From an optimization exercise on the open Yosys and OpenROAD flow, aimed at small area, a short achievable clock period and few clock cycles per item; shortcuts taken in it are not production practice.
RTL that was checked went through simulation tests only; none was proved equivalent to the original.
For run 4, only the layout was checked, not whether the RTL still works.
No activity file was given, so power comes from the tool's default toggle rates.

==> flow/design.v (outline; a module is shown in full before it is edited, if it fits) <==
// module isqrt_seq: 23 lines
// module sq_tree: 1457 lines
// module absdiff: 33 lines
// module range_gen_2d: 231 lines
module range_gen_2d (
  input  logic         clk,
  input  logic         reset,
  input  logic         start,
  input  logic [W-1:0] x_tag,
  input  logic [W-1:0] y_tag,
  input  logic [W-1:0] x0,
  input  logic [W-1:0] x1,
  input  logic [W-1:0] x2,
  input  logic [W-1:0] x3,
  input  logic [W-1:0] y0,
  input  logic [W-1:0] y1,
  input  logic [W-1:0] y2,
  input  logic [W-1:0] y3,
  output logic         busy,
  output logic         done,
  output logic [W-1:0] r0,
  output logic [W-1:0] r1,
  output logic [W-1:0] r2,
  output logic [W-1:0] r3,
  output logic [3:0]   ovf
);
  // ...
==> flow/flow/run.sh <==
#!/bin/bash
# The standard layout (standard.sh) with changes to how it is made only:
#  - the port buffers that buffer_ports inserts are plain buf_2 cells;
#  - clock tree synthesis builds the tree from clkbuf_4/clkbuf_8 cells and
#    adds no dummy loads (ORFS's own CTS arguments otherwise).
# Constraints, period and every other setting are the standard flow's own. make's full
# output goes to standard.log here; ORFS's per-step logs stay under orfs/logs.
set -euo pipefail
bash standard.sh SETUP_SLACK_MARGIN=10 TNS_END_PERCENT=0 \
  "BUFFER_PORTS_ARGS=-buffer_cell sky130_fd_sc_hd__buf_2" \
  "CTS_ARGS=-sink_clustering_enable -repair_clock_nets -dont_use_dummy_load -buf_list {sky130_fd_sc_hd__clkbuf_4 sky130_fd_sc_hd__clkbuf_8}" \
  finish > standard.log 2>&1
==> flow/standard.sh <==
#!/bin/bash
# synth_recipe.tcl (not shown) runs the flow's synth.tcl, then flattens the netlist and writes it again
# the make line also repeats each setting of config.mk as NAME=value (left out here)
make -C /OpenROAD-flow-scripts/flow DESIGN_CONFIG=/design/flow/config.mk WORK_HOME=/design/flow/orfs CLKGATE_MAP_FILE= SYNTH_SCRIPT=/design/flow/synth_recipe.tcl "${@:-finish}"
==> flow/config.mk <==
export PLATFORM = sky130hd
export DESIGN_NAME = range_gen_2d
export DESIGN_NICKNAME = range_gen_2d
export VERILOG_FILES = /design/flow/design.v
export SDC_FILE = /design/flow/constraint.sdc
export NUM_CORES = 4
export LEC_CHECK = 0
export CAP_MARGIN = 20
export CORE_MARGIN = 2
export CORE_UTILIZATION = 40
export SLEW_MARGIN = 20
==> flow/constraint.sdc <==
create_clock -name core_clock -period 13.0 [get_ports {clk}]
set_input_delay 2.6000 -clock core_clock [delete_from_list [all_inputs] [get_ports {clk}]]
set_output_delay 2.6000 -clock core_clock [all_outputs]
set_load 0.01 [all_outputs]
==> metrics.md, run 1 <==
| Metric | Value |
|---|---|
| Max Buffers Root-to-Sink | 3 |
| Worst Max-Slew Pin Slew | 1.24 ns |
| XOR/XNOR Fraction of Synth Area | 3.94% |
| Worst Skew | 0.104 ns |
| CTS tree | built |
| WL met2 | 45100 µm |
| Power density over cell area | 75.6 nW/µm² |
| Sequential area share after synthesis | 35.8% |
| Hold path startpoint | rem_q[37]$_SDFFE_PP0N_ |
| Largest family of logic cells by synthesized area | adder cells |
| I/O pin count | 233 |
| Area after DPL | 36400 µm² |
| Final antenna-violating net count | 0 |
| Register bank with the most flops | a_q |
| Worst-path maximum fanout | 5 |
| Crit-path slowest cell | fa_2 |
| Vias per cell | 5.41 |
| Hold Vio Cnt, Final | 0 |
| Length of routed met3 wiring | 6850 µm |
| Post-synth top area share | 14.2% |
| Startpoint types | register |
| Mean Syn Cell Area | 9.20 µm² |
| Regs by FF count | a_q x128, rem_q x72, root_q x68 |
| Initial Util | 40.3% |
| Status | timing/DRC/antenna clean |
| Non-clock inverter count | 336 |
| Critical path cell sequence | ha_2, fa_2, a211oi_2, nor2_2, a21o_1, o31ai_4, buf_6, o31ai_4, o41ai_4, buf_4, xnor2_4, or2_4, and2_4, ha_4, nand2b_4, o21ai_4, mux2_4, a21oi_2 |
| EDFF count, synth | 160 |
| Power Combinational | 0.0360 mW |
| Vias in the first global route | 26400 |
| Hpwl dp | 72700 µm |
| Final GP Congestion | 0.873 |
| TritonCTS Buffers | 89 |
| Crit-path most repeated cell | o31ai_4 |
Testbench counts, summed over its fixed seeds: cycles 9,777, items 512.
==> run 2, diff against run 1 <==
--- a/flow/flow/run.sh
+++ b/flow/flow/run.sh
@@ -6,7 +6,7 @@
 # Constraints, period and every other setting are the standard flow's own. make's full
 # output goes to standard.log here; ORFS's per-step logs stay under orfs/logs.
 set -euo pipefail
-bash standard.sh SETUP_SLACK_MARGIN=10 TNS_END_PERCENT=0 \
+bash standard.sh SETUP_SLACK_MARGIN=9.5 TNS_END_PERCENT=3 \
   "BUFFER_PORTS_ARGS=-buffer_cell sky130_fd_sc_hd__buf_2" \
   "CTS_ARGS=-sink_clustering_enable -repair_clock_nets -dont_use_dummy_load -buf_list {sky130_fd_sc_hd__clkbuf_4 sky130_fd_sc_hd__clkbuf_8}" \
   finish > standard.log 2>&1
==> metrics.md, run 2 <==
| Metric | Value |
|---|---|
| Via count | 27600 (was 27300) |
| Max Cap Viol | 0 (unchanged) |
| Status | timing/DRC/antenna clean (unchanged) |
| Hold bufs inserted after CTS | 0 (unchanged) |
| Worst Max-Slew Pin Slew | 1.16 ns (was 1.24 ns) |
| Yosys Warn Count | 2 (unchanged) |
| Slew HR | 21.9% (was 16.7%) |
| R2R setup slack | 9.08 ns (was 9.03 ns) |
| I/O pin count | 233 (unchanged) |
| Initial DRC Count | 2158 (was 1846) |
| Row count | 107 (unchanged) |
| CTS Sinks | 506 (unchanged) |
| EDFF count, synth | 160 (unchanged) |
| Regs by FF count | a_q x128, rem_q x72, root_q x68 (unchanged) |
| Fmax | 255 MHz (was 252 MHz) |
| Final antenna-violating net count | 0 (unchanged) |
| Final layout net count | 4483 (was 4432) |
| H-tree levels | 3 (unchanged) |
| Final Cycle Share | 30.2% (was 30.6%) |
| Type of the worst setup path | reg2reg (unchanged) |
| First-pass GRT wire length | 152000 µm (was 151000 µm) |
| Startpoint types | register (unchanged) |
| Root cell of the clock tree | clkbuf_8 (unchanged) |
| Die X-Extent | 296 µm (unchanged) |
| Final Max Slew Viols | 0 (unchanged) |
| Ys flop type | dfxtp_1 (unchanged) |
| Layout cells sized above 1 | 15.0% (was 12.7%) |
| Register bank with the most flops | a_q (unchanged) |
| Vias per cell | 5.42 (was 5.41) |
| Core area | 84900 µm² (unchanged) |
| Gr usage total | 22.5% (was 22.3%) |
| Vias in the first global route | 26700 (was 26400) |
| Largest net degree at the start of global routing | 198 (unchanged) |
| Worst-path maximum fanout | 5 (unchanged) |
| Top-count cell post-synth | nand2_1 (unchanged) |
| RSZ-0062 raised after global routing | yes (unchanged) |
| Most instantiated cells after synthesis | 469 x nand2_1, 333 x inv_1, 271 x nor2_1 (unchanged) |
| Total grt overflow | 0 (unchanged) |
| Post-Route WL | 100000 µm (was 99100 µm) |
| Worst Skew | 0.105 ns (was 0.104 ns) |
| Mean Syn Cell Area | 9.20 µm² (unchanged) |
| Hold Vio Cnt, Final | 0 (unchanged) |
| DRC | 0 (unchanged) |
| Synth-to-layout area growth | 13.2% (was 11.2%) |
| Initial Util | 40.3% (unchanged) |
| Die area | 87800 µm² (unchanged) |
| TritonCTS Buffers | 89 (unchanged) |
| Peak supply drop | 57.4 µV (was 58.0 µV) |
| Commonest cells after routing, fill and taps aside | 464 x nand2_1, 332 x inv_1, 270 x nor2_1 (was 468 x nand2_1, 333 x inv_1, 270 x nor2_1) |
| Post-layout util | 45.6% (was 44.8%) |
| Max reg flops | 128 (unchanged) |
| Die height | 296 µm (unchanged) |
| Area of the mapped netlist | 34200 µm² (unchanged) |
| CP Data Required Time | 13.58 ns (about the same) |
| Power density over cell area | 74.2 nW/µm² (was 75.6 nW/µm²) |
| Final setup fails | 0 (unchanged) |
| Final Critical Period | 3.92 ns (was 3.97 ns) |
| Final Power | 2.87 mW (about the same) |
| Final GP Congestion | 0.873 (unchanged) |
| CTS tree | built (unchanged) |
| Clk Latency, worst-skew pair | 0.72 ns (about the same) |
| Cells after Synth | 3714 (unchanged) |
| Post-synth top area share | 14.2% (unchanged) |
| Mapped Nets | 4249 (unchanged) |
| Hold WC Path Type | reg2reg (unchanged) |
| Synth top area cells | dfxtp_1 14%, edfxtp_1 14%, fa_1 11% (unchanged) |
| Post-Route Setup TNS | 0 ns (unchanged) |
| CP arrival | 4.50 ns (was 4.55 ns) |
| Static Leak | 16.9 nW (was 16.6 nW) |
| Commonest non-fill, non-tap cell in the layout | nand2_1 (unchanged) |
| Synth Register Bits | 506 (unchanged) |
| Synth unique cells | 92 (unchanged) |
| Input/output buffers | 232 (unchanged) |
| Setup crit end kind | register (unchanged) |
| Asr flop ratio synth | 20.4% (unchanged) |
| Max Buffers Root-to-Sink | 3 (unchanged) |
| Cell taking the most area after synthesis | dfxtp_1 (unchanged) |
| Hpwl dp | 72700 µm (unchanged) |
| Sequential area share after synthesis | 35.8% (unchanged) |
| DRT Pass-1 Iters | 5 (unchanged) |
| Initial antenna violation count | 3 (was 4) |
| Post-DR wirelength/cell | 19.7 µm (about the same) |
| CTS clk-pin slew, worst paths | 0.06 ns (about the same) |
[run 2: metrics by stage]
| stage | setup slack (ns) | instance area (µm²) | hold slack [ns] | instances |
|---|---|---|---|---|
| floorplan | 9.13 | 34200 | 0.352 | 3714 |
| global placement | 8.73 | 36400 | 0.441 | 4927 |
| detailed placement | 8.72 | 36400 | 0.449 | 4927 |
| CTS | 9.03 | 38200 | 0.453 | 5059 |
| global route | 8.95 | 38700 | 0.483 | 5091 |
| finish | 9.08 | 38700 | 0.448 | 5091 |
[run 2: where the power goes]
part / total (mW) / internal (mW) / leakage (nW) / switching (mW)
logic: 0.0360 / 0.0173 / 11.2 / 0.0188
clock network: 1.21 / 0.600 / 0.640 / 0.612
registers: 1.63 / 1.63 / 5.11 / 0
total: 2.87 / 2.24 / 16.9 / 0.631
[run 2: what timing repair did]
| action | 4_1_cts | 5_1_grt |
|---|---|---|
| gates resized for setup | 82 | 54 |
| hold endpoints to repair | 0 | 0 |
| setup endpoints to repair | 223 | 267 |
| setup buffers | 43 | 30 |
| pin swaps | 35 | 28 |
[run 2: per-layer routing]
metal	share of wire, %	up-vias	global-route usage (%)
met5	0.027	-	0
met4	3.6	4	8.43
met3	7.2	225	4.01
met2	46	934	36.0
met1	43	13300	30.4
li1	-	13200	-
[run 2: final timing paths]
check / start / end / cells after the start
worst max-delay path: rb_q[2]$_DFF_P_ / prem_q[1]$_DFF_P_ / 17
min in group asynchronous: reset / r_q[47]$_DFFE_PN0P_ / 1
max in group asynchronous: reset / fin_q$_DFF_PN0_ / 2
worst min-delay path: rem_q[37]$_SDFFE_PP0N_ / rem_q[37]$_SDFFE_PP0N_ / 2
worst min register to register: rem_q[37]$_SDFFE_PP0N_ / rem_q[37]$_SDFFE_PP0N_ / 2
worst max register to register: rb_q[2]$_DFF_P_ / prem_q[1]$_DFF_P_ / 17
[run 2: cell families (layout without fill, tap and decap cells)]
group	count (synthesis)	count (layout)	synth area share, %
AND/OR/NAND/NOR	1136	1136	15.3
flip-flops	506	506	35.8
XOR/XNOR	152	152	3.94
multiplexers	159	159	4.68
AO/OA/AOI/OAI	857	857	16.5
buffers and inverters	532	764	5.92
other	0	1	0
adder cells (fa/ha/maj)	372	372	17.9
[run 2: final cells by class]
cell class	instances	area, µm²
clock buffers	89	1220
repair buffers	339	2040
fillers	8277	46200
multi-input cells	2676	20400
inverters	336	1270
well taps	1144	1430
diodes	1	2.50
flip-flops and latches	506	12300
[run 2: critical path, cell delays in order, from the launching register on]
cell      delay, ns
dfxtp_2        0.32
ha_4           0.16
fa_2           0.34
a211oi_2       0.25
nor2_2         0.08
a21o_1         0.20
o31ai_4        0.40
o31ai_4        0.11
o41ai_4        0.23
buf_6          0.18
o21ai_4        0.08
or2_4          0.24
and2_4         0.14
ha_4           0.30
nand2b_4       0.07
o21ai_4        0.25
mux2_4         0.33
a21oi_2        0.10
==> run 3, diff against run 2 <==
--- a/flow/flow/run.sh
+++ b/flow/flow/run.sh
@@ -6,7 +6,7 @@
 # Constraints, period and every other setting are the standard flow's own. make's full
 # output goes to standard.log here; ORFS's per-step logs stay under orfs/logs.
 set -euo pipefail
-bash standard.sh SETUP_SLACK_MARGIN=9.5 TNS_END_PERCENT=3 \
+bash standard.sh SETUP_SLACK_MARGIN=9.5 TNS_END_PERCENT=0 \
   "BUFFER_PORTS_ARGS=-buffer_cell sky130_fd_sc_hd__buf_2" \
   "CTS_ARGS=-sink_clustering_enable -repair_clock_nets -dont_use_dummy_load -buf_list {sky130_fd_sc_hd__clkbuf_4 sky130_fd_sc_hd__clkbuf_8}" \
   finish > standard.log 2>&1
==> metrics.md, run 3 <==
| Metric | Value |
|---|---|
| Status | timing/DRC/antenna clean (unchanged) |
| Fmax | 252 MHz (was 255 MHz) |
| Largest net degree at the start of global routing | 198 (unchanged) |
| Multi-input gate area | 20200 µm² (was 20400 µm²) |
| Final layout net count | 4432 (was 4483) |
| DRC | 0 (unchanged) |
| Core area | 84900 µm² (unchanged) |
| Die area | 87800 µm² (unchanged) |
| R2R setup slack | 9.03 ns (was 9.08 ns) |
| Peak supply drop | 58.0 µV (was 57.4 µV) |
| Cell taking the most area after synthesis | dfxtp_1 (unchanged) |
| Final Power | 2.87 mW (about the same) |
| Register bank with the most flops | a_q (unchanged) |
| Final antenna-violating net count | 0 (unchanged) |
| Internal cell power | 2.24 mW (about the same) |
| Vias per cell | 5.41 (was 5.42) |
| Most instantiated cells after synthesis | 469 x nand2_1, 333 x inv_1, 271 x nor2_1 (unchanged) |
| Initial antenna violation count | 4 (was 3) |
| Type of the worst setup path | reg2reg (unchanged) |
| Yosys Warn Count | 2 (unchanged) |
| Max reg flops | 128 (unchanged) |
| Post-Route Setup TNS | 0 ns (unchanged) |
| Post-synth top area share | 14.2% (unchanged) |
| Commonest cells after routing, fill and taps aside | 468 x nand2_1, 333 x inv_1, 270 x nor2_1 (was 464 x nand2_1, 332 x inv_1, 270 x nor2_1) |
| CTS tree | built (unchanged) |
| Net Sw Power | 0.627 mW (was 0.631 mW) |
| Sequential area share after synthesis | 35.8% (unchanged) |
| Max Buffers Root-to-Sink | 3 (unchanged) |
| Area of the mapped netlist | 34200 µm² (unchanged) |
| Synth top area cells | dfxtp_1 14%, edfxtp_1 14%, fa_1 11% (unchanged) |
| Worst Skew | 0.104 ns (was 0.105 ns) |
| Part of the power in registers | 56.7% (was 56.6%) |
| Setup crit end kind | register (unchanged) |
| Commonest non-fill, non-tap cell in the layout | nand2_1 (unchanged) |
| Power density over cell area | 75.6 nW/µm² (was 74.2 nW/µm²) |
| Static Leak | 16.6 nW (was 16.9 nW) |
| DRT Pass-1 Iters | 5 (unchanged) |
| Vias in the first global route | 26400 (was 26700) |
| Hpwl dp | 72700 µm (unchanged) |
| Max Cap Viol | 0 (unchanged) |
| Sequential cell area | 12300 µm² (about the same) |
| Synth-to-layout area growth | 11.2% (was 13.2%) |
| CTS Sinks | 506 (unchanged) |
| Asr flop ratio synth | 20.4% (unchanged) |
| Hold bufs inserted after CTS | 0 (unchanged) |
| Root cell of the clock tree | clkbuf_8 (unchanged) |
| Top-count cell post-synth | nand2_1 (unchanged) |
| Clock power frac | 42.1% (was 42.2%) |
| Input/output buffers | 232 (unchanged) |
| Slew HR | 16.7% (was 21.9%) |
| RSZ-0062 raised after global routing | yes (unchanged) |
| CTS clk-pin slew, worst paths | 0.06 ns (about the same) |
| Final GP Congestion | 0.873 (unchanged) |
| Post-layout util | 44.8% (was 45.6%) |
| Post-Route WL | 99100 µm (was 100000 µm) |
| Worst Max-Slew Pin Slew | 1.24 ns (was 1.16 ns) |
| Startpoint types | register (unchanged) |
| EDFF count, synth | 160 (unchanged) |
| Die X-Extent | 296 µm (unchanged) |
| Regs by FF count | a_q x128, rem_q x72, root_q x68 (unchanged) |
| Final Critical Period | 3.97 ns (was 3.92 ns) |
| Final Max Slew Viols | 0 (unchanged) |
| Final setup fails | 0 (unchanged) |
| # fillers | 8334 (was 8277) |
| Total grt overflow | 0 (unchanged) |
| Mapped Nets | 4249 (unchanged) |
| Final Cycle Share | 30.6% (was 30.2%) |
| Row count | 107 (unchanged) |
| TritonCTS Buffers | 89 (unchanged) |
| Post-DR wirelength/cell | 19.7 µm (about the same) |
| CP Data Required Time | 13.58 ns (about the same) |
| Synth unique cells | 92 (unchanged) |
| First-pass GRT wire length | 151000 µm (was 152000 µm) |
| Die height | 296 µm (unchanged) |
| I/O pin count | 233 (unchanged) |
| Initial DRC Count | 1846 (was 2158) |
| Sw Ratio | 21.9% (was 22.0%) |
| Gr usage total | 22.3% (was 22.5%) |
| Cells after Synth | 3714 (unchanged) |
| Ys flop type | dfxtp_1 (unchanged) |
| Clk Latency, worst-skew pair | 0.72 ns (about the same) |
| H-tree levels | 3 (unchanged) |
| Worst-path maximum fanout | 5 (unchanged) |
| Mean Syn Cell Area | 9.20 µm² (unchanged) |
| Via count | 27300 (was 27600) |
| Synth Register Bits | 506 (unchanged) |
| Layout cells sized above 1 | 12.7% (was 15.0%) |
| CP arrival | 4.55 ns (was 4.50 ns) |
| Comb power frac | 1.3% (about the same) |
| Hold Vio Cnt, Final | 0 (unchanged) |
| Hold WC Path Type | reg2reg (unchanged) |
| Initial Util | 40.3% (unchanged) |
## run 3: cell counts after synthesis
Identical to the previous run, type by type.
## run 3: stage by stage
step	instance area (µm²)	std cells	setup WS, ns	hold WS [ns]
5_1_grt	38000	5040	8.88	0.483
6_report	38000	5040	9.03	0.448
3_5_place_dp	36400	4927	8.72	0.449
2_1_floorplan	34200	3714	9.13	0.352
3_3_place_gp	36400	4927	8.73	0.441
4_1_cts	37800	5026	9.03	0.453
## run 3: critical path, stage by stage (launching register included)
cell and delay [ns]:
dfxtp_1 0.30, ha_2 0.19, fa_2 0.36, a211oi_2 0.22
nor2_2 0.08, a21o_1 0.20, o31ai_4 0.32, buf_6 0.16
o31ai_4 0.08, o41ai_4 0.20, buf_4 0.19, xnor2_4 0.10
or2_4 0.26, and2_4 0.16, ha_4 0.29, nand2b_4 0.07
o21ai_4 0.25, mux2_4 0.33, a21oi_2 0.10
## run 3: power by group through the flow
stage | Clock (mW) | Sequential, mW | Combinational, mW
finish | 1.21 | 1.63 | 0.0360
global route | 1.30 | 1.63 | 0.0394
CTS | 1.24 | 1.63 | 0.0365
detailed placement | 0 | 1.66 | 0.0364
global placement | 0 | 1.66 | 0.0366
floorplan | 0 | 1.66 | 0.0000709
## run 3: final timing paths
path / cells after the start / from / endpoint
min: 2 / rem_q[37]$_SDFFE_PP0N_ / rem_q[37]$_SDFFE_PP0N_
max in group asynchronous: 2 / reset / fin_q$_DFF_PN0_
max reg2reg: 18 / rb_q[2]$_DFF_P_ / prem_q[1]$_DFF_P_
min reg2reg: 2 / rem_q[37]$_SDFFE_PP0N_ / rem_q[37]$_SDFFE_PP0N_
max: 18 / rb_q[2]$_DFF_P_ / prem_q[1]$_DFF_P_
min in group asynchronous: 1 / reset / r_q[47]$_DFFE_PN0P_
## run 3: timing repair
action / CTS / global route
gates resized for setup: 34 / 23
buffers inserted: 10 / 12
setup endpoints to repair: 223 / 266
pin swaps: 13 / 9
## run 3: cells by family after synthesis
kind of cell	count (synthesis)	share of synthesized area (%)
multiplexers	159	4.68
buffers and inverters	532	5.92
flip-flops	506	35.8
AO/OA/AOI/OAI	857	16.5
adder cells (fa/ha/maj)	372	17.9
XOR/XNOR	152	3.94
AND/OR/NAND/NOR	1136	15.3
## run 3: layout make-up
cell class              count  share of cell area (%)
flip-flops and latches    506                    32.4
repair buffers            288                    4.22
well taps                1144                    3.77
diodes                      1                 0.00659
inverters                 336                    3.33
clock buffers              89                    3.22
multi-input cells        2676                    53.1
## run 3: per-layer routing
| metal | part of all wire [%] | routed length (µm) | vias up | global-route usage (%) |
|---|---|---|---|---|
| li1 | - | - | 13000 | - |
| met1 | 44 | 43600 | 13200 | 30.3 |
| met2 | 46 | 45100 | 856 | 35.5 |
| met3 | 6.9 | 6850 | 213 | 4.18 |
| met4 | 3.5 | 3510 | 4 | 8.25 |
| met5 | 0.027 | 27 | - | 0 |
==> module range_gen_2d, before the edit <==
module range_gen_2d (
  input  logic         clk,
  input  logic         reset,
  input  logic         start,
  input  logic [W-1:0] x_tag,
  input  logic [W-1:0] y_tag,
  input  logic [W-1:0] x0,
  input  logic [W-1:0] x1,
  input  logic [W-1:0] x2,
  input  logic [W-1:0] x3,
  input  logic [W-1:0] y0,
  input  logic [W-1:0] y1,
  input  logic [W-1:0] y2,
  input  logic [W-1:0] y3,
  output logic         busy,
  output logic         done,
  output logic [W-1:0] r0,
  output logic [W-1:0] r1,
  output logic [W-1:0] r2,
  output logic [W-1:0] r3,
  output logic [3:0]   ovf
);
  localparam int NIT = ROOT_W - 3;    
  logic         idle_q;             
  logic         busy_q, done_q, fin_q;
  logic [2:0]   c_q;                
  logic [3:0]   sel_q;              
  logic [3:0]   ld_q;               
  logic [3:0][3:0] n_q;             
  logic         busy_d, fin_d;
  logic [2:0]   c_d;
  logic [3:0][3:0] n_d;
  logic [W-1:0] tx_q, ty_q;
  logic [3:0][2*W-1:0] a_q;         
  logic [W-1:0] dx_q, dy_q;
  logic [SQ_W-1:0] ra_q, rb_q;
  logic [1:0]   z_q;                
  logic [3:0]   prem_q;             
  logic [2:0]   proot_q;            
  logic [3:0]   first_q;            
  logic [3:0][REM_W-1:0]  rem_q;
  logic [3:0][ROOT_W-1:0] root_q;
  logic [3:0][W-1:0] r_q;
  logic [3:0]   ovf_q;
  logic [3:0][2*W-1:0] a_in;
  logic [2*W-1:0] a_sel;
  logic [W-1:0] dx, dy;
  logic [SQ_W-1:0] ra, rb, sq;
  logic [1:0]   z;
  logic [2:0][3:0] pre_rem;
  logic [2:0][2:0] pre_root;
  logic [3:0]   rem0;
  logic [2:0]   root0;
  logic [2*W-1:0] rad0;
  logic [3:0]   act;
  logic         last3;
  logic [3:0][REM_W-1:0]  rem_n;
  logic [3:0][ROOT_W-1:0] root_n;
  logic [3:0][REM_W-1:0]  rem_i;
  logic [3:0][ROOT_W-1:0] root_i;
  assign a_in[0] = {x0, y0};
  assign a_in[1] = {x1, y1};
  assign a_in[2] = {x2, y2};
  assign a_in[3] = {x3, y3};
  always_comb begin
    a_sel = '0;
    for (int i = 0; i < 4; i++) begin
      a_sel = a_sel | (a_q[i] & {(2*W){sel_q[i]}});
    end
  end
  absdiff u_adx (.t(tx_q), .a(a_sel[2*W-1:W]), .d(dx));
  absdiff u_ady (.t(ty_q), .a(a_sel[W-1:0]),   .d(dy));
  sq_tree u_sq (
    .x  (dx_q),
    .y  (dy_q),
    .ra (ra),
    .rb (rb)
  );
  always_comb begin
    if (|{dx_q[W-1:W-2], dy_q[W-1:W-2]}) begin
      z = 2'd0;
    end else if (|{dx_q[W-3:W-4], dy_q[W-3:W-4]}) begin
      z = 2'd1;
    end else begin
      z = 2'd2;
    end
  end
  assign sq = ra_q + rb_q;
  genvar k;
  generate
    for (k = 0; k < 3; k++) begin : g_pre
      logic [REM_W-1:0]  rem1, rem2;
      logic [ROOT_W-1:0] root1, root2;
      isqrt_seq u_step1 (
        .rem    ('0),
        .root   ({{(ROOT_W-1){1'b0}}, sq[SQ_W-1-4*k]}),
        .pair   (sq[31-4*k:30-4*k]),
        .rem_n  (rem1),
        .root_n (root1)
      );
      isqrt_seq u_step2 (
        .rem    ({{(REM_W-2){1'b0}}, rem1[1:0]}),
        .root   ({{(ROOT_W-2){1'b0}}, root1[1:0]}),
        .pair   (sq[29-4*k:28-4*k]),
        .rem_n  (rem2),
        .root_n (root2)
      );
      assign pre_rem[k]  = rem2[3:0];
      assign pre_root[k] = root2[2:0];
    end
  endgenerate
  always_comb begin
    unique case (z_q)
      2'd1:    begin rem0 = pre_rem[1]; root0 = pre_root[1]; rad0 = {sq[2*W-9:0], 8'd0}; end
      2'd2:    begin rem0 = pre_rem[2]; root0 = pre_root[2]; rad0 = {sq[2*W-13:0], 12'd0}; end
      default: begin rem0 = pre_rem[0]; root0 = pre_root[0]; rad0 = {sq[2*W-5:0], 4'd0}; end
    endcase
  end
  assign last3 = (n_q[3] == 4'd1);
  generate
    for (k = 0; k < 4; k++) begin : g_eng
      assign act[k]  = |n_q[k];
      assign rem_i[k]  = rem_q[k]  | {{(REM_W-4){1'b0}},  prem_q  & {4{first_q[k]}}};
      assign root_i[k] = root_q[k] | {{(ROOT_W-3){1'b0}}, proot_q & {3{first_q[k]}}};
      isqrt_seq u_step (
        .rem    (rem_i[k]),
        .root   (root_i[k]),
        .pair   (a_q[k][2*W-1 -: 2]),
        .rem_n  (rem_n[k]),
        .root_n (root_n[k])
      );
    end
  endgenerate
  always_ff @(posedge clk) begin
    if (idle_q) begin
      tx_q <= x_tag;
      ty_q <= y_tag;
    end
    dx_q <= dx;
    dy_q <= dy;
    ra_q <= ra;
    rb_q <= rb;
    z_q  <= z;
    prem_q  <= rem0;
    proot_q <= root0;
    for (int i = 0; i < 4; i++) begin
      if (idle_q) begin
        a_q[i] <= a_in[i];
      end else if (ld_q[i]) begin
        a_q[i] <= rad0;
      end else if (act[i]) begin
        a_q[i] <= {a_q[i][2*W-3:0], 2'b00};
      end
      if (ld_q[i]) begin
        rem_q[i]  <= '0;
        root_q[i] <= '0;
      end else if (act[i]) begin
        rem_q[i]  <= rem_n[i];
        root_q[i] <= root_n[i];
      end
    end
  end
  always_comb begin
    busy_d = !idle_q;
    c_d    = (c_q == 3'd7) ? c_q : c_q + 3'd1;
    if (idle_q) begin
      busy_d = start;
      c_d    = '0;
    end else if (fin_q) begin
      busy_d = 1'b0;
    end
    fin_d = busy_d && !fin_q && (c_d >= 3'd6);
    for (int i = 0; i < 4; i++) begin
      if (ld_q[i]) begin
        n_d[i] = 4'(NIT) - {1'b0, z_q, 1'b0};
      end else if (act[i]) begin
        n_d[i] = n_q[i] - 4'd1;
      end else begin
        n_d[i] = n_q[i];
      end
      if (n_d[i] > ((i == 3) ? 4'd1 : 4'd0)) fin_d = 1'b0;
    end
  end
  always_ff @(posedge clk or negedge reset) begin
    if (!reset) begin
      idle_q <= 1'b1;
      busy_q <= 1'b0;
      done_q <= 1'b0;
      fin_q  <= 1'b0;
      c_q    <= '0;
      sel_q  <= '0;
      ld_q   <= '0;
      first_q <= '0;
      n_q    <= '0;
      r_q    <= '0;
      ovf_q  <= '0;
    end else begin
      idle_q <= !busy_d;
      busy_q <= busy_d;
      c_q    <= c_d;
      done_q <= fin_q;
      fin_q  <= fin_d;
      sel_q  <= idle_q ? 4'b0001 : {sel_q[2:0], 1'b0};
      for (int i = 0; i < 4; i++) begin
        ld_q[i] <= busy_d && (c_d == 3'(i + 2));
      end
      n_q    <= n_d;
      first_q <= ld_q;
      if (fin_q) begin
        for (int i = 0; i < 3; i++) begin
          r_q[i]   <= root_q[i][ROOT_W-1] ? SAT_MAX : root_q[i][W-1:0];
          ovf_q[i] <= root_q[i][ROOT_W-1];
        end
        if (last3) begin
          r_q[3]   <= root_n[3][ROOT_W-1] ? SAT_MAX : root_n[3][W-1:0];
          ovf_q[3] <= root_n[3][ROOT_W-1];
        end else begin
          r_q[3]   <= root_q[3][ROOT_W-1] ? SAT_MAX : root_q[3][W-1:0];
          ovf_q[3] <= root_q[3][ROOT_W-1];
        end
      end
    end
  end
  assign busy = busy_q;
  assign done = done_q;
  assign r0   = r_q[0];
  assign r1   = r_q[1];
  assign r2   = r_q[2];
  assign r3   = r_q[3];
  assign ovf  = ovf_q;
endmodule
==> run 4, diff against run 3 <==
--- a/flow/design.v
+++ b/flow/design.v
@@ -1560,6 +1560,7 @@
   logic [3:0]   prem_q;             
   logic [2:0]   proot_q;            
   logic [3:0]   first_q;            
+  logic [2*W-1:0] prad_q;           
   logic [3:0][REM_W-1:0]  rem_q;
   logic [3:0][ROOT_W-1:0] root_q;
   logic [3:0][W-1:0] r_q;
@@ -1647,7 +1648,7 @@
       isqrt_seq u_step (
         .rem    (rem_i[k]),
         .root   (root_i[k]),
-        .pair   (a_q[k][2*W-1 -: 2]),
+        .pair   (first_q[k] ? prad_q[2*W-1 -: 2] : a_q[k][2*W-1 -: 2]),
         .rem_n  (rem_n[k]),
         .root_n (root_n[k])
       );
@@ -1664,12 +1665,13 @@
     rb_q <= rb;
     z_q  <= z;
     prem_q  <= rem0;
+    prad_q  <= rad0;
     proot_q <= root0;
     for (int i = 0; i < 4; i++) begin
       if (idle_q) begin
         a_q[i] <= a_in[i];
-      end else if (ld_q[i]) begin
-        a_q[i] <= rad0;
+      end else if (first_q[i]) begin
+        a_q[i] <= {prad_q[2*W-3:0], 2'b00};
       end else if (act[i]) begin
         a_q[i] <= {a_q[i][2*W-3:0], 2'b00};
       end
==> metrics.md, run 4 <==
| Metric | Value |
|---|---|
| Status | timing/DRC/antenna clean (unchanged) |
| Row count | 109 (was 107) |
| Startpoint types | register (unchanged) |
| Worst Skew | 0.0761 ns (was 0.104 ns) |
| CP arrival | 1.30 ns (was 4.55 ns) |
| Hold Vio Cnt, Final | 0 (unchanged) |
| Die area | 90800 µm² (was 87800 µm²) |
| Hold path startpoint | root_q[47]$_SDFFE_PP0N_ (was rem_q[37]$_SDFFE_PP0N_) |
| Gr usage total | 22.0% (was 22.3%) |
| Worst Setup SP | r_q[0]$_DFFE_PN0P_ (was rb_q[2]$_DFF_P_) |
| Register bank with the most flops | a_q (unchanged) |
| Slew HR | 17.1% (was 16.7%) |
| Fmax | 256 MHz (was 252 MHz) |
| Synth top area cells | dfxtp_1 15%, edfxtp_1 14%, fa_1 11% (was dfxtp_1 14%, edfxtp_1 14%, fa_1 11%) |
| Most instantiated cells after synthesis | 450 x nand2_1, 335 x inv_1, 271 x dfxtp_1 (was 469 x nand2_1, 333 x inv_1, 271 x nor2_1) |
| Worst hold slack | 0.445 ns (was 0.448 ns) |
| Area of the mapped netlist | 35400 µm² (was 34200 µm²) |
| Initial Util | 40.2% (was 40.3%) |
| Vias in the first global route | 27500 (was 26400) |
| Crit-path slowest cell | dfrtp_1 (was fa_2) |
| Post-DR wirelength/cell | 19.8 µm (was 19.7 µm) |
| Cell taking the most area after synthesis | dfxtp_1 (unchanged) |
| Initial antenna violation count | 5 (was 4) |
| Die height | 301 µm (was 296 µm) |
| Type of the worst setup path | reg2out (was reg2reg) |
| Dpl ws | 8.40 ns (was 8.72 ns) |
| Worst Max-Slew Pin Slew | 1.24 ns (about the same) |
| Hold WC Path Type | reg2reg (unchanged) |
| Dpl cells | 5063 (was 4927) |
| Initial DRC Count | 2106 (was 1846) |
| CTS clk-pin slew, worst paths | 0.06 ns (about the same) |
| Input/output buffers | 232 (unchanged) |
| Layout cells sized above 1 | 14.0% (was 12.7%) |
| Commonest cells after routing, fill and taps aside | 449 x nand2_1, 334 x inv_1, 245 x dfxtp_1 (was 468 x nand2_1, 333 x inv_1, 270 x nor2_1) |
| I/O pin count | 233 (unchanged) |
| Synth unique cells | 87 (was 92) |
| RSZ-0062 raised after global routing | yes (unchanged) |
| Asr flop ratio synth | 19.3% (was 20.4%) |
| Met2 Use GR | 34.5% (was 35.5%) |
| Setup crit end kind | output port (was register) |
| Max reg flops | 128 (unchanged) |
| Final Max Slew Viols | 0 (unchanged) |
| Core area | 88000 µm² (was 84900 µm²) |
| Post-Route Setup TNS | 0 ns (unchanged) |
| Root cell of the clock tree | clkbuf_8 (unchanged) |
| Vias per cell | 5.48 (was 5.41) |
| Post-Route WL | 103000 µm (was 99100 µm) |
| Worst-path maximum fanout | 2 (was 5) |
| Synth Register Bits | 534 (was 506) |
| Regs by FF count | a_q x128, rem_q x72, root_q x68 (unchanged) |
| Sequential area share after synthesis | 36.2% (was 35.8%) |
| Grt met3 use | 4.55% (was 4.18%) |
| Final Cycle Share | 30.0% (was 30.6%) |
| # fillers | 8583 (was 8334) |
| TritonCTS Buffers | 95 (was 89) |
| Final GP Congestion | 0.899 (was 0.873) |
| Largest net degree at the start of global routing | 117 (was 198) |
| CP Data Required Time | 10.40 ns (was 13.58 ns) |
| CP bufs+invs | 1 (was 2) |
| Met1 Track Usage GR | 30.3% (about the same) |
| Slowest stage delay, CP | 0.42 ns (was 0.36 ns) |
| Final layout net count | 4602 (was 4432) |
| Yosys Warn Count | 2 (unchanged) |
| Max Cap Viol | 0 (unchanged) |
| Synth-to-layout area growth | 13.0% (was 11.2%) |
| Final setup fails | 0 (unchanged) |
| Commonest non-fill, non-tap cell in the layout | nand2_1 (unchanged) |
| Post-synth top area share | 15.3% (was 14.2%) |
| First-pass GRT wire length | 157000 µm (was 151000 µm) |
| Cells after Synth | 3845 (was 3714) |
| DRC | 0 (unchanged) |
| EDFF count, synth | 160 (unchanged) |
| FF-to-FF Start | ra_q[2]$_DFF_P_ (was rb_q[2]$_DFF_P_) |
| H-tree levels | 3 (unchanged) |
| Die X-Extent | 301 µm (was 296 µm) |
| CP delay by family, top | flip-flops (was compound AO/OA/AOI/OAI gates) |
| Via count | 28700 (was 27300) |
| Final non-filler cell total | 5232 (was 5040) |
| Ys flop type | dfxtp_1 (unchanged) |
| CTS Sinks | 534 (was 506) |
| Final antenna-violating net count | 0 (unchanged) |
| Power density over cell area | 76.1 nW/µm² (was 75.6 nW/µm²) |
| Mean Syn Cell Area | 9.20 µm² (about the same) |
| Total grt overflow | 0 (unchanged) |
| Critical path cell sequence | buf_2 (was ha_2, fa_2, a211oi_2, nor2_2, a21o_1, o31ai_4, buf_6, o31ai_4, o41ai_4, buf_4, xnor2_4, or2_4, and2_4, ha_4, nand2b_4, o21ai_4, mux2_4, a21oi_2) |
| Busiest grt layer | met2 (unchanged) |
| Max Buffers Root-to-Sink | 3 (unchanged) |
| Hpwl dp | 72500 µm (was 72700 µm) |
| Mapped Nets | 4381 (was 4249) |
| Peak supply drop | 64.1 µV (was 58.0 µV) |
| DRT Pass-1 Iters | 5 (unchanged) |
| Static Leak | 17.2 nW (was 16.6 nW) |
| Final Critical Period | 3.90 ns (was 3.97 ns) |
| CTS tree | built (unchanged) |
| Clk Latency, worst-skew pair | 0.74 ns (was 0.72 ns) |
| Top-count cell post-synth | nand2_1 (unchanged) |
| Final worst slack | 9.10 ns (was 9.03 ns) |
==> run 4: cell types whose count changed in the layout (fill, tap and decap cells not counted), moves of 23 or more <==
cell,change
nand2b_1,+23
mux2i_1,-29
buf_4,+41
a311oi_1,+26
nor2_1,-27
nand3b_1,+41
o211ai_1,+34
a21oi_1,-38
a211oi_1,-66
nand3_1,+84
==> run 4: what timing repair did <==
item	CTS	global route
gates resized for setup	56	69
setup endpoints to repair	214	210
hold buffers	0	0
pin swaps	6	30
endpoints found under the hold margin	0	0
buffers inserted	7	59
cloned	1	4
==> run 4: path summary, 6_finish.rpt <==
| check | slack, ns | endpoint | cells after the start |
|---|---|---|---|
| worst max-delay path | 9.10 | r0[0] | 1 |
| worst min-delay path | 0.45 | root_q[48]$_SDFFE_PP0N_ | 2 |
| worst max register to register | 9.15 | prem_q[1]$_DFF_P_ | 15 |
| worst min register to register | 0.45 | root_q[48]$_SDFFE_PP0N_ | 2 |
| max in group asynchronous | 9.81 | first_q[1]$_DFF_PN0_ | 2 |
| min in group asynchronous | 1.96 | r_q[44]$_DFFE_PN0P_ | 1 |
==> run 4: cell type report <==
| class | instances | area [µm²] | area share (%) |
|---|---|---|---|
| Inverter | 336 | 1260 | 3.16 |
| Sequential cell | 534 | 12900 | 32.3 |
| Multi-Input combinational cell | 2762 | 21000 | 52.5 |
| Tap cell | 1165 | 1460 | 3.65 |
| Clock buffer | 95 | 1310 | 3.27 |
| Timing Repair Buffer | 337 | 2060 | 5.17 |
| Antenna cell | 3 | 7.51 | 0.0188 |
==> run 4: logic make-up after synthesis <==
kind of cell	share of synthesized area [%]
AO/OA/AOI/OAI	15.9
XOR/XNOR	3.73
adder cells (fa/ha/maj)	17.3
buffers and inverters	5.86
flip-flops	36.2
multiplexers	3.81
AND/OR/NAND/NOR	17.2
==> run 4: routing by layer <==
metal | vias to the layer above | routed length [µm] | share of wire (%)
met4 | 0 | 2840 | 2.7
li1 | 13700 | - | -
met2 | 838 | 47000 | 45
met3 | 185 | 6480 | 6.3
met1 | 14000 | 47100 | 46
met5 | - | 0 | 0
==> run 4: power breakdown <==
group	total (mW)	switching [mW]	internal, mW
Sequential	1.71	0	1.71
Clock	1.29	0.654	0.639
Combinational	0.0355	0.0183	0.0172
Total	3.04	0.673	2.37
==> run 4: stage by stage <==
step / cell area, µm² / util, % / power, mW
3_5_place_dp: 37500 / 42.6 / 1.78
4_1_cts: 39100 / 44.5 / 3.08
3_3_place_gp: 37500 / 42.6 / 1.78
2_1_floorplan: 35500 / - / 1.75
5_1_grt: 40000 / 45.4 / 3.14
6_report: 40000 / 45.4 / 3.04
==> run 5, diff against run 4 <==
--- a/flow/design.v
+++ b/flow/design.v
@@ -1560,7 +1560,6 @@
   logic [3:0]   prem_q;             
   logic [2:0]   proot_q;            
   logic [3:0]   first_q;            
-  logic [2*W-1:0] prad_q;           
   logic [3:0][REM_W-1:0]  rem_q;
   logic [3:0][ROOT_W-1:0] root_q;
   logic [3:0][W-1:0] r_q;
@@ -1648,7 +1647,7 @@
       isqrt_seq u_step (
         .rem    (rem_i[k]),
         .root   (root_i[k]),
-        .pair   (first_q[k] ? prad_q[2*W-1 -: 2] : a_q[k][2*W-1 -: 2]),
+        .pair   (a_q[k][2*W-1 -: 2]),
         .rem_n  (rem_n[k]),
         .root_n (root_n[k])
       );
@@ -1665,13 +1664,12 @@
     rb_q <= rb;
     z_q  <= z;
     prem_q  <= rem0;
-    prad_q  <= rad0;
     proot_q <= root0;
     for (int i = 0; i < 4; i++) begin
       if (idle_q) begin
         a_q[i] <= a_in[i];
-      end else if (first_q[i]) begin
-        a_q[i] <= {prad_q[2*W-3:0], 2'b00};
+      end else if (ld_q[i]) begin
+        a_q[i] <= rad0;
       end else if (act[i]) begin
         a_q[i] <= {a_q[i][2*W-3:0], 2'b00};
       end
==> flow/flow/run.sh (replaced) <==
#!/bin/bash
# The standard layout (standard.sh) with changes to how it is made only:
#  - the port buffers that buffer_ports inserts are plain buf_1 cells;
#  - clock tree synthesis builds the tree from clkbuf_4/clkbuf_8 cells and
#    adds no dummy loads (ORFS's own CTS arguments otherwise).
# Constraints, period and every other setting are the standard flow's own. make's full
# output goes to standard.log here; ORFS's per-step logs stay under orfs/logs.
set -euo pipefail
bash standard.sh SETUP_SLACK_MARGIN=9.5 TNS_END_PERCENT=0 \
  "BUFFER_PORTS_ARGS=-buffer_cell sky130_fd_sc_hd__buf_1" \
  "CTS_ARGS=-sink_clustering_enable -repair_clock_nets -dont_use_dummy_load -buf_list {sky130_fd_sc_hd__clkbuf_4 sky130_fd_sc_hd__clkbuf_8}" \
  finish > standard.log 2>&1
--- a/flow/config.mk
+++ b/flow/config.mk
@@ -8,4 +8,5 @@
 export CAP_MARGIN = 20
 export CORE_MARGIN = 2
 export CORE_UTILIZATION = 40
+export PLACE_DENSITY = 0.8
 export SLEW_MARGIN = 20
==> metrics.md, run 5 <==
| Metric | Value |
|---|---|
| Status | timing/DRC/antenna clean (unchanged) |
| Hpwl dp | 74300 µm (was 72500 µm) |
| Register bank with the most flops | a_q (unchanged) |
| Internal cell power | 2.21 mW (was 2.37 mW) |
| Hold Vio Cnt, Final | 0 (unchanged) |
| Synth-to-layout area growth | 9.96% (was 13.0%) |
| Most instantiated cells after synthesis | 469 x nand2_1, 333 x inv_1, 271 x nor2_1 (was 450 x nand2_1, 335 x inv_1, 271 x dfxtp_1) |
| Post-synth top area share | 14.2% (was 15.3%) |
| Largest net degree at the start of global routing | 223 (was 117) |
| Type of the worst setup path | reg2reg (was reg2out) |
| Die X-Extent | 296 µm (was 301 µm) |
| Area of the mapped netlist | 34200 µm² (was 35400 µm²) |
| Crit-path most repeated cell | o31ai_4 |
| Worst Setup SP | rb_q[2]$_DFF_P_ (was r_q[0]$_DFFE_PN0P_) |
| Worst Skew | 0.0769 ns (was 0.0761 ns) |
| Critical path cell sequence | ha_2, fa_2, a211oi_2, nor2_1, a21o_1, o31ai_4, o31ai_4, o41ai_4, buf_4, xnor2_4, or2_4, and2_4, ha_4, nand2b_4, o21ai_4, mux2_4, a21oi_2 (was buf_2) |
| Initial Util | 40.3% (was 40.2%) |
| Post-DR wirelength/cell | 19.7 µm (was 19.8 µm) |
| Top-count cell post-synth | nand2_1 (unchanged) |
| FF-to-FF Start | rb_q[2]$_DFF_P_ (was ra_q[2]$_DFF_P_) |
| CTS tree | built (unchanged) |
| CP arrival | 4.53 ns (was 1.30 ns) |
| Final antenna-violating net count | 0 (unchanged) |
| Mapped Nets | 4249 (was 4381) |
| Cell taking the most area after synthesis | dfxtp_1 (unchanged) |
| DRT Pass-1 Iters | 6 (was 5) |
| I/O pin count | 233 (unchanged) |
| Worst hold slack | 0.452 ns (was 0.445 ns) |
| Hold WC Path Type | reg2reg (unchanged) |
| Layout cells sized above 1 | 6.44% (was 14.0%) |
| RSZ-0062 raised after global routing | yes (unchanged) |
| Sequential area share after synthesis | 35.8% (was 36.2%) |
| Max reg flops | 128 (unchanged) |
| Worst Max-Slew Pin Slew | 1.07 ns (was 1.24 ns) |
| TritonCTS Buffers | 85 (was 95) |
| Crit-path slowest cell | o31ai_4 (was dfrtp_1) |
| Slew HR | 28.8% (was 17.1%) |
| First-pass GRT wire length | 151000 µm (was 157000 µm) |
| Synth top area cells | dfxtp_1 14%, edfxtp_1 14%, fa_1 11% (was dfxtp_1 15%, edfxtp_1 14%, fa_1 11%) |
| Final worst slack | 9.05 ns (was 9.10 ns) |
| Vias in the first global route | 26500 (was 27500) |
| DRC | 0 (unchanged) |
| Final Max Slew Viols | 0 (unchanged) |
| CP bufs+invs | 1 (unchanged) |
| Fmax | 253 MHz (was 256 MHz) |
| H-tree levels | 3 (unchanged) |
| Initial antenna violation count | 8 (was 5) |
| Max Cap Viol | 0 (unchanged) |
| Yosys Warn Count | 2 (unchanged) |
| Final Power | 2.83 mW (was 3.04 mW) |
| Via count | 28000 (was 28700) |
| Slowest stage delay, CP | 0.43 ns (was 0.42 ns) |
| Peak supply drop | 66.6 µV (was 64.1 µV) |
| Commonest non-fill, non-tap cell in the layout | nand2_1 (unchanged) |
| EDFF count, synth | 160 (unchanged) |
| Initial DRC Count | 2615 (was 2106) |
| Worst-path maximum fanout | 7 (was 2) |
| Hold depth | 2 (unchanged) |
| Post-Route WL | 99000 µm (was 103000 µm) |
| Clk Latency, worst-skew pair | 0.69 ns (was 0.74 ns) |
| Comb power frac | 1.1% (was 1.2%) |
| Final setup fails | 0 (unchanged) |
| Hold path startpoint | root_q[29]$_SDFFE_PP0N_ (was root_q[47]$_SDFFE_PP0N_) |
| CP Data Required Time | 13.58 ns (was 10.40 ns) |
| Max Buffers Root-to-Sink | 3 (unchanged) |
| Startpoint types | register (unchanged) |
| Sw Ratio | 22.0% (was 22.1%) |
| Final Cycle Share | 30.4% (was 30.0%) |
| Regs by FF count | a_q x128, rem_q x72, root_q x68 (unchanged) |
| Core area | 84900 µm² (was 88000 µm²) |
| Die height | 296 µm (was 301 µm) |
| CTS Sinks | 506 (was 534) |
| Mean Syn Cell Area | 9.20 µm² (about the same) |
| Asr flop ratio synth | 20.4% (was 19.3%) |
| Post-Route Setup TNS | 0 ns (unchanged) |
| Ys flop type | dfxtp_1 (unchanged) |
| Final GP Congestion | 0.934 (was 0.899) |
| Setup crit end kind | register (was output port) |
| Commonest cells after routing, fill and taps aside | 469 x nand2_1, 333 x inv_1, 271 x nor2_1 (was 449 x nand2_1, 334 x inv_1, 245 x dfxtp_1) |
| CP delay by family, top | compound AO/OA/AOI/OAI gates (was flip-flops) |
| Clock power frac | 41.5% (was 42.6%) |
| Final layout net count | 4421 (was 4602) |
| Die area | 87800 µm² (was 90800 µm²) |
| Crit. path cell count | 17 (was 1) |
| Worst R2R Path Depth | 17 (was 15) |
| Gr usage total | 22.1% (was 22.0%) |
| Static Leak | 15.8 nW (was 17.2 nW) |
| Input/output buffers | 232 (unchanged) |
| Hold bufs inserted after CTS | 0 (unchanged) |
| Final Critical Period | 3.95 ns (was 3.90 ns) |
| Vias per cell | 5.56 (was 5.48) |
| Synth unique cells | 92 (was 87) |
| Part of the power in registers | 57.4% (was 56.3%) |
| Synth Register Bits | 506 (was 534) |
| Cells after Synth | 3714 (was 3845) |
| Dpl ws | 8.77 ns (was 8.40 ns) |
| Total grt overflow | 0 (unchanged) |
| Row count | 107 (was 109) |
| Net Sw Power | 0.623 mW (was 0.673 mW) |
| Root cell of the clock tree | clkbuf_8 (unchanged) |
| Power density over cell area | 75.4 nW/µm² (was 76.1 nW/µm²) |
| CTS clk-pin slew, worst paths | 0.06 ns (about the same) |
[run 5: cell types whose count changed in the layout (fill, tap and decap cells not counted), sizes merged, moves of 17 or more]
cell	before	now
dfxtp	271	243
a21oi	165	205
a311oi	28	4
a211oi	26	96
nand3	113	29
nor2	244	272
nor3	36	53
buf	333	280
o211ai	47	14
nand3b	44	3
mux2i	128	153
nand2b	51	29
nor3b	25	7
nand2	450	469
[run 5: through the flow]
| step | util (%) | cells | area (µm²) |
|---|---|---|---|
| after detailed placement | 42.4 | 4922 | 36000 |
| after global placement | 42.4 | 4922 | 36000 |
| final | 44.3 | 5034 | 37600 |
| after floorplan | - | 3714 | 34200 |
| after global routing | 44.3 | 5031 | 37600 |
| after CTS | 44.0 | 5012 | 37300 |
[run 5: logic make-up after synthesis]
family	count (synthesis)	synth area share, %
buffers and inverters	532	5.92
AOI/OAI and AO/OA	857	16.5
DFF	506	35.8
and+or+nand+nor	1136	15.3
muxes	159	4.68
xor gates and xnor gates	152	3.94
adders and majority gates	372	17.9
[run 5: timing repair]
action                                  in CTS  in global routing
gates resized for setup                     35                 22
buffers inserted                             5                 15
pin swaps                                   12                 12
endpoints found under the setup margin     241                263
[run 5: final timing paths]
path                                      endpoint  slack (ns)
hold / removal             root_q[30]$_SDFFE_PP0N_        0.45
hold reg to reg            root_q[30]$_SDFFE_PP0N_        0.45
max in group asynchronous          fin_q$_DFF_PN0_        9.77
min in group asynchronous      r_q[41]$_DFFE_PN0P_        1.98
setup / recovery                 prem_q[1]$_DFF_P_        9.05
setup reg to reg                 prem_q[1]$_DFF_P_        9.05
[run 5: per-layer routing]
layer / track usage (%) / wire [µm]
met5: 0 / 42
met4: 9.00 / 3880
met3: 4.92 / 9810
met2: 34.7 / 44700
met1: 29.6 / 40500
[run 5: tightest hold or removal path: stages, from the launching register on]
cell     delay (ns)
dfxtp_1        0.33
nand2_1        0.07
a21oi_1        0.06
[run 5: power by group through the flow]
stage	logic, mW	registers (mW)	clock network, mW
2_1_floorplan	0.0000709	1.66	0
3_3_place_gp	0.0317	1.66	0
3_5_place_dp	0.0321	1.66	0
4_1_cts	0.0323	1.63	1.19
5_1_grt	0.0350	1.63	1.25
6_report	0.0321	1.63	1.18
[run 5: area by class of cell]
cell class / instances / area (µm²)
well taps: 1144 / 1430
inverters: 336 / 1270
clock buffers: 85 / 1170
flip-flops and latches: 506 / 12300
multi-input cells: 2676 / 20100
repair buffers: 281 / 1270
fillers: 8027 / 47300
diodes: 6 / 15.0
Testbench counts of run 5, summed over its fixed seeds: cycles 9,777, items 512.
==> run 6, diff against run 5 <==
--- a/flow/config.mk
+++ b/flow/config.mk
@@ -8,5 +8,4 @@
 export CAP_MARGIN = 20
 export CORE_MARGIN = 2
 export CORE_UTILIZATION = 40
-export PLACE_DENSITY = 0.8
 export SLEW_MARGIN = 20
==> metrics.md, run 6 <==
| Metric | Value |
|---|---|
| Status | timing/DRC/antenna clean (unchanged) |
| Most instantiated cells after synthesis | 469 x nand2_1, 333 x inv_1, 271 x nor2_1 (unchanged) |
| Worst Skew | 0.114 ns (was 0.0769 ns) |
| R2R setup slack | 9.01 ns (was 9.05 ns) |
| RSZ-0062 raised after global routing | yes (unchanged) |
| Fmax | 250 MHz (was 253 MHz) |
| Root cell of the clock tree | clkbuf_8 (unchanged) |
| Area of the mapped netlist | 34200 µm² (unchanged) |
| CP arrival | 4.53 ns (about the same) |
| Asr flop ratio synth | 20.4% (unchanged) |
| Vias in the first global route | 25800 (was 26500) |
| Hpwl dp | 72600 µm (was 74300 µm) |
| Worst-path maximum fanout | 7 (unchanged) |
| Dpl cells | 4927 (was 4922) |
| EDFF count, synth | 160 (unchanged) |
| Hold bufs inserted after CTS | 0 (unchanged) |
| Synth unique cells | 92 (unchanged) |
| Power density over cell area | 75.7 nW/µm² (was 75.4 nW/µm²) |
| Top-count cell post-synth | nand2_1 (unchanged) |
| Post-Route WL | 98100 µm (was 99000 µm) |
| Peak supply drop | 64.2 µV (was 66.6 µV) |
| Commonest cells after routing, fill and taps aside | 467 x nand2_1, 333 x inv_1, 270 x nor2_1 (was 469 x nand2_1, 333 x inv_1, 271 x nor2_1) |
| I/O pin count | 233 (unchanged) |
| Worst Setup SP | rb_q[2]$_DFF_P_ (unchanged) |
| Post-layout util | 44.4% (was 44.3%) |
| DRC | 0 (unchanged) |
| Final Critical Period | 3.99 ns (was 3.95 ns) |
| TritonCTS Buffers | 88 (was 85) |
| Die area | 87800 µm² (unchanged) |
| Synth-to-layout area growth | 10.2% (was 9.96%) |
| CP bufs+invs | 2 (was 1) |
| Critical Path End | prem_q[1]$_DFF_P_ (unchanged) |
| Total grt overflow | 0 (unchanged) |
| Startpoint types | register (unchanged) |
| Worst reg2reg endpoint | prem_q[1]$_DFF_P_ (unchanged) |
| Mapped Nets | 4249 (unchanged) |
| Commonest non-fill, non-tap cell in the layout | nand2_1 (unchanged) |
| Max Buffers Root-to-Sink | 3 (unchanged) |
| Vias per cell | 5.38 (was 5.56) |
| Via count | 27100 (was 28000) |
| CP Data Required Time | 13.54 ns (was 13.58 ns) |
| CTS tree | built (unchanged) |
| Crit-path slowest cell | fa_2 (was o31ai_4) |
| Clk Latency, worst-skew pair | 0.72 ns (was 0.69 ns) |
| Slew HR | 22.7% (was 28.8%) |
| Input/output buffers | 232 (unchanged) |
| Cell taking the most area after synthesis | dfxtp_1 (unchanged) |
| Mean Syn Cell Area | 9.20 µm² (unchanged) |
| CP delay by family, top | compound AO/OA/AOI/OAI gates (unchanged) |
| CTS clk-pin slew, worst paths | 0.06 ns (about the same) |
| Hold Vio Cnt, Final | 0 (unchanged) |
| Worst Max-Slew Pin Slew | 1.15 ns (was 1.07 ns) |
| Post-DR wirelength/cell | 19.5 µm (was 19.7 µm) |
| Static Leak | 15.8 nW (about the same) |
| Worst R2R Path Depth | 18 (was 17) |
| Sequential area share after synthesis | 35.8% (unchanged) |
| Setup crit end kind | register (unchanged) |
| Final non-filler cell total | 5038 (was 5034) |
| Synth Register Bits | 506 (unchanged) |
| Initial DRC Count | 1948 (was 2615) |
| Final setup fails | 0 (unchanged) |
| Post-synth top area share | 14.2% (unchanged) |
| Synth top area cells | dfxtp_1 14%, edfxtp_1 14%, fa_1 11% (unchanged) |
| Crit. path cell count | 18 (was 17) |
| Final antenna-violating net count | 0 (unchanged) |
| Initial Util | 40.3% (unchanged) |
| Layout cells sized above 1 | 6.53% (was 6.44%) |
| Die height | 296 µm (unchanged) |
| Gr usage total | 22.0% (was 22.1%) |
| Critical path cell sequence | ha_2, fa_2, a211oi_2, nor2_2, a21o_1, o31ai_4, buf_12, o31ai_4, o41ai_4, buf_4, xnor2_4, or2_4, and2_4, ha_4, nand2b_4, o21ai_4, mux2_4, a21oi_2 (was ha_2, fa_2, a211oi_2, nor2_1, a21o_1, o31ai_4, o31ai_4, o41ai_4, buf_4, xnor2_4, or2_4, and2_4, ha_4, nand2b_4, o21ai_4, mux2_4, a21oi_2) |
| Regs by FF count | a_q x128, rem_q x72, root_q x68 (unchanged) |
| Crit-path most repeated cell | o31ai_4 (unchanged) |
| Register bank with the most flops | a_q (unchanged) |
| Final Cycle Share | 30.7% (was 30.4%) |
| Final GP Congestion | 0.880 (was 0.934) |
| Type of the worst setup path | reg2reg (unchanged) |
| Core area | 84900 µm² (unchanged) |
| Final Max Slew Viols | 0 (unchanged) |
| FF-to-FF Start | rb_q[2]$_DFF_P_ (unchanged) |
| Initial antenna violation count | 1 (was 8) |
| Max reg flops | 128 (unchanged) |
| H-tree levels | 3 (unchanged) |
| CTS Sinks | 506 (unchanged) |
| DRT Pass-1 Iters | 6 (unchanged) |
| Cells after Synth | 3714 (unchanged) |
| Max Cap Viol | 0 (unchanged) |
| Final layout net count | 4428 (was 4421) |
| Row count | 107 (unchanged) |
| Ys flop type | dfxtp_1 (unchanged) |
| First-pass GRT wire length | 150000 µm (was 151000 µm) |
| Post-Route Setup TNS | 0 ns (unchanged) |
| Largest net degree at the start of global routing | 101 (was 223) |
| Slowest stage delay, CP | 0.39 ns (was 0.43 ns) |
| Die X-Extent | 296 µm (unchanged) |
| Hold WC Path Type | reg2reg (unchanged) |
| Yosys Warn Count | 2 (unchanged) |
[run 6: timing repair]
action                     in CTS  in global routing
setup endpoints to repair     231                270
buffers inserted                6                 14
cloned                          0                  0
pin swaps                      10                 14
gates resized for setup        35                 18
[run 6: worst register-to-register path, cell delays in order, from the launching register on]
cell and delay [ns]:
dfxtp_1 0.30, ha_2 0.19, fa_2 0.39, a211oi_2 0.27, nor2_2 0.08, a21o_1 0.23, o31ai_4 0.22, buf_12 0.16
o31ai_4 0.09, o41ai_4 0.21, buf_4 0.19, xnor2_4 0.09, or2_4 0.27, and2_4 0.17, ha_4 0.29, nand2b_4 0.07
o21ai_4 0.23, mux2_4 0.33, a21oi_2 0.11
[run 6: worst min path at each step]
stage / startpoint / end / cells after the start
6_report: root_q[49]$_SDFFE_PP0N_ / root_q[50]$_SDFFE_PP0N_ / 2
5_1_grt: root_q[49]$_SDFFE_PP0N_ / root_q[50]$_SDFFE_PP0N_ / 2
4_1_cts: root_q[49]$_SDFFE_PP0N_ / root_q[50]$_SDFFE_PP0N_ / 2
3_5_place_dp: rem_q[55]$_SDFFE_PP0N_ / rem_q[55]$_SDFFE_PP0N_ / 2
3_3_place_gp: rem_q[55]$_SDFFE_PP0N_ / rem_q[55]$_SDFFE_PP0N_ / 2
2_1_floorplan: ld_q[0]$_DFF_PN0_ / first_q[0]$_DFF_PN0_ / 0
[run 6: where the power goes]
part	internal, mW	switching [mW]
logic	0.0111	0.0198
clock network	0.593	0.598
registers	1.63	0
[run 6: cell families (layout without fill, tap and decap cells)]
group / after synthesis / in the layout / synth area share, %
DFF: 506 / 506 / 35.8
buffers and inverters: 532 / 709 / 5.92
and+or+nand+nor: 1136 / 1136 / 15.3
muxes: 159 / 159 / 4.68
other: 0 / 3 / 0
AOI/OAI and AO/OA: 857 / 857 / 16.5
adders and majority gates: 372 / 372 / 17.9
xor gates and xnor gates: 152 / 152 / 3.94
[run 6: layer usage]
metal	vias to the layer above	share of wire (%)	routed length [µm]	track usage (%)
li1	13000	-	-	-
met1	13100	45	44000	30.8
met2	817	47	46200	36.2
met3	129	6.1	5990	3.23
met4	0	2.0	1920	4.78
met5	-	0	0	0
[run 6: cell type report]
| class | count | area (µm²) |
|---|---|---|
| diodes | 3 | 7.51 |
| clock buffers | 88 | 1210 |
| fillers | 8405 | 47200 |
| inverters | 336 | 1270 |
| multi-input cells | 2676 | 20100 |
| flip-flops and latches | 506 | 12300 |
| well taps | 1144 | 1430 |
| repair buffers | 285 | 1290 |
[run 6: stage by stage]
stage / cell area (µm²) / worst slack [ns] / power [mW] / hold WS, ns
after floorplan: 34200 / 9.13 / 1.66 / 0.352
after global routing: 37700 / 8.84 / 2.94 / 0.427
after detailed placement: 36100 / 8.73 / 1.69 / 0.444
after CTS: 37400 / 9.05 / 2.88 / 0.395
final: 37700 / 9.01 / 2.85 / 0.405
after global placement: 36100 / 8.82 / 1.69 / 0.441
==> run 7, diff against run 6 <==
--- a/flow/config.mk
+++ b/flow/config.mk
@@ -8,4 +8,5 @@
 export CAP_MARGIN = 20
 export CORE_MARGIN = 2
 export CORE_UTILIZATION = 40
+export PLACE_DENSITY = 0.7
 export SLEW_MARGIN = 20
==> metrics.md, run 7 <==
| Metric | Value |
|---|---|
| Register bank with the most flops | a_q (unchanged) |
| Worst R2R Path Depth | 16 (was 18) |
| Final Max Slew Viols | 0 (unchanged) |
| Mean Syn Cell Area | 9.20 µm² (unchanged) |
| Ys flop type | dfxtp_1 (unchanged) |
| Max Buffers Root-to-Sink | 3 (unchanged) |
| Synth Register Bits | 506 (unchanged) |
| CP bufs+invs | 1 (was 2) |
| Type of the worst setup path | reg2out (was reg2reg) |
| Worst Skew | 0.0802 ns (was 0.114 ns) |
| Sw Ratio | 22.0% (was 21.7%) |
| Area of the mapped netlist | 34200 µm² (unchanged) |
| Part of the power in registers | 57.0% (was 57.1%) |
| Post-Route Setup TNS | 0 ns (unchanged) |
| Clock power frac | 41.7% (was 41.8%) |
| Final layout net count | 4428 (unchanged) |
| DRT Pass-1 Iters | 6 (unchanged) |
| Dpl cells | 4921 (was 4927) |
| H-tree levels | 3 (unchanged) |
| Power density over cell area | 75.5 nW/µm² (was 75.7 nW/µm²) |
| Post-synth top area share | 14.2% (unchanged) |
| Vias per cell | 5.46 (was 5.38) |
| Layout cells sized above 1 | 7.04% (was 6.53%) |
| Slowest stage delay, CP | 0.38 ns (was 0.39 ns) |
| Net Sw Power | 0.627 mW (was 0.618 mW) |
| Slew HR | 25.4% (was 22.7%) |
| Fmax | 259 MHz (was 250 MHz) |
| Setup crit end kind | output port (was register) |
| Peak supply drop | 66.8 µV (was 64.2 µV) |
| CTS Sinks | 506 (unchanged) |
| Post-Route WL | 98800 µm (was 98100 µm) |
| Row count | 107 (unchanged) |
| CTS clk-pin slew, worst paths | 0.06 ns (about the same) |
| Initial DRC Count | 2446 (was 1948) |
| Max reg flops | 128 (unchanged) |
| Clk Latency, worst-skew pair | 0.71 ns (was 0.72 ns) |
| Worst Max-Slew Pin Slew | 1.12 ns (was 1.15 ns) |
| Hpwl dp | 74200 µm (was 72600 µm) |
| Cells after Synth | 3714 (unchanged) |
| Root cell of the clock tree | clkbuf_8 (unchanged) |
| CP arrival | 1.26 ns (was 4.53 ns) |
| CP delay by family, top | flip-flops (was compound AO/OA/AOI/OAI gates) |
| Synth unique cells | 92 (unchanged) |
| Via count | 27500 (was 27100) |
| Gr usage total | 22.1% (was 22.0%) |
| Initial antenna violation count | 8 (was 1) |
| Internal cell power | 2.22 mW (was 2.23 mW) |
| Asr flop ratio synth | 20.4% (unchanged) |
| TritonCTS Buffers | 87 (was 88) |
| Final Critical Period | 3.86 ns (was 3.99 ns) |
| CTS tree | built (unchanged) |
| First-pass GRT wire length | 150000 µm (about the same) |
| I/O pin count | 233 (unchanged) |
| RSZ-0062 raised after global routing | yes (unchanged) |
| # fillers | 8198 (was 8405) |
| Sequential area share after synthesis | 35.8% (unchanged) |
| Final setup fails | 0 (unchanged) |
| Max Cap Viol | 0 (unchanged) |
| EDFF count, synth | 160 (unchanged) |
| Multi-input gate area | 20200 µm² (was 20100 µm²) |
| Status | timing/DRC/antenna clean (unchanged) |
| Vias in the first global route | 26300 (was 25800) |
| Post-DR wirelength/cell | 19.6 µm (was 19.5 µm) |
| Commonest non-fill, non-tap cell in the layout | nand2_1 (unchanged) |
| Comb power frac | 1.3% (was 1.1%) |
| Die area | 87800 µm² (unchanged) |
| Final GP Congestion | 0.935 (was 0.880) |
| Final Cycle Share | 29.7% (was 30.7%) |
| Die height | 296 µm (unchanged) |
| Initial Util | 40.3% (unchanged) |
| Most instantiated cells after synthesis | 469 x nand2_1, 333 x inv_1, 271 x nor2_1 (unchanged) |
## run 7: stage by stage
stage	total power, mW	setup WS [ns]	hold WS [ns]	util [%]	cell area, µm²
final	2.85	9.14	0.420	44.5	37800
after floorplan	1.66	9.13	0.352	-	34200
after global routing	2.94	8.98	0.430	44.5	37700
after CTS	2.88	9.08	0.422	44.0	37400
after detailed placement	1.70	8.80	0.448	42.4	36000
after global placement	1.70	8.86	0.444	42.4	36000
## run 7: layout make-up
type	instances	share of cell area [%]
multi-input combinational	2676	53.5
tap	1144	3.79
clock buffer	87	3.17
inverter	336	3.35
timing repair buffer	286	3.47
antenna	4	0.0265
sequential	506	32.7
## run 7: power groups by stage
stage / registers (mW) / logic [mW] / clock network [mW]
global placement: 1.66 / 0.0375 / 0
CTS: 1.63 / 0.0375 / 1.22
floorplan: 1.66 / 0.0000709 / 0
global route: 1.62 / 0.0395 / 1.28
finish: 1.62 / 0.0367 / 1.19
detailed placement: 1.66 / 0.0372 / 0
## run 7: cells by family after synthesis
logic type / after synthesis / synth area share, %
AND/OR/NAND/NOR: 1136 / 15.3
XOR/XNOR: 152 / 3.94
adder cells (fa/ha/maj): 372 / 17.9
multiplexers: 159 / 4.68
AO/OA/AOI/OAI: 857 / 16.5
flip-flops: 506 / 35.8
buffers and inverters: 532 / 5.92
## run 7: final timing paths
| path | startpoint | to | slack [ns] |
|---|---|---|---|
| setup / recovery | r_q[19]$_DFFE_PN0P_ | r1[3] | 9.14 |
| hold / removal | root_q[28]$_SDFFE_PP0N_ | root_q[29]$_SDFFE_PP0N_ | 0.42 |
| setup reg to reg | ra_q[5]$_DFF_P_ | prem_q[3]$_DFF_P_ | 9.14 |
| hold reg to reg | root_q[28]$_SDFFE_PP0N_ | root_q[29]$_SDFFE_PP0N_ | 0.42 |
| max in group asynchronous | reset | ld_q[0]$_DFF_PN0_ | 9.78 |
| min in group asynchronous | reset | r_q[41]$_DFFE_PN0P_ | 1.99 |
## run 7: per-layer routing
metal | GRT usage [%] | share of wire, % | wire, µm | up-vias
met4 | 8.71 | 3.9 | 3850 | 10
met3 | 6.05 | 9.3 | 9140 | 205
met5 | 0 | 0.063 | 62 | -
met1 | 29.6 | 42 | 42000 | 13200
li1 | - | - | - | 13000
met2 | 33.9 | 44 | 43800 | 1095
## run 7: what timing repair did
item | CTS | global route
setup endpoints to repair | 252 | 288
pin swaps | 5 | 17
resized for setup | 38 | 49
buffers inserted | 5 | 21
cloned | 0 | 0

==> afterwards: timing with drivers on the ports <==
In the flow no input, the clock included, has a driving cell. The finished layouts below were timed again as built, in two steps. Step 1 assumes that a clkbuf_16 drives the clock port and a buf_2 every other input. Step 2 also shifts input and output timing later by t, the mid clock arrival at the registers, as if the neighbouring blocks saw the same clock. Slacks: no drivers / after step 1 / after step 2; pairs: no drivers / after step 1.
run | t, ns | setup WS [ns]
run 1 | 0.737 | 9.026 / 9.026 / 9.026
run 2 | 0.739 | 9.075 / 9.042 / 9.051
run 3 | 0.737 | 9.026 / 9.026 / 9.026
run 4 | 0.765 | 9.096 / 9.027 / 9.090
run 5 | 0.711 | 9.051 / 9.051 / 9.051
run 6 | 0.723 | 9.006 / 9.006 / 8.984
run 7 | 0.737 | 9.144 / 9.081 / 9.077
After both steps setup and hold are still met in every run listed. Setup slack includes reset recovery checks.
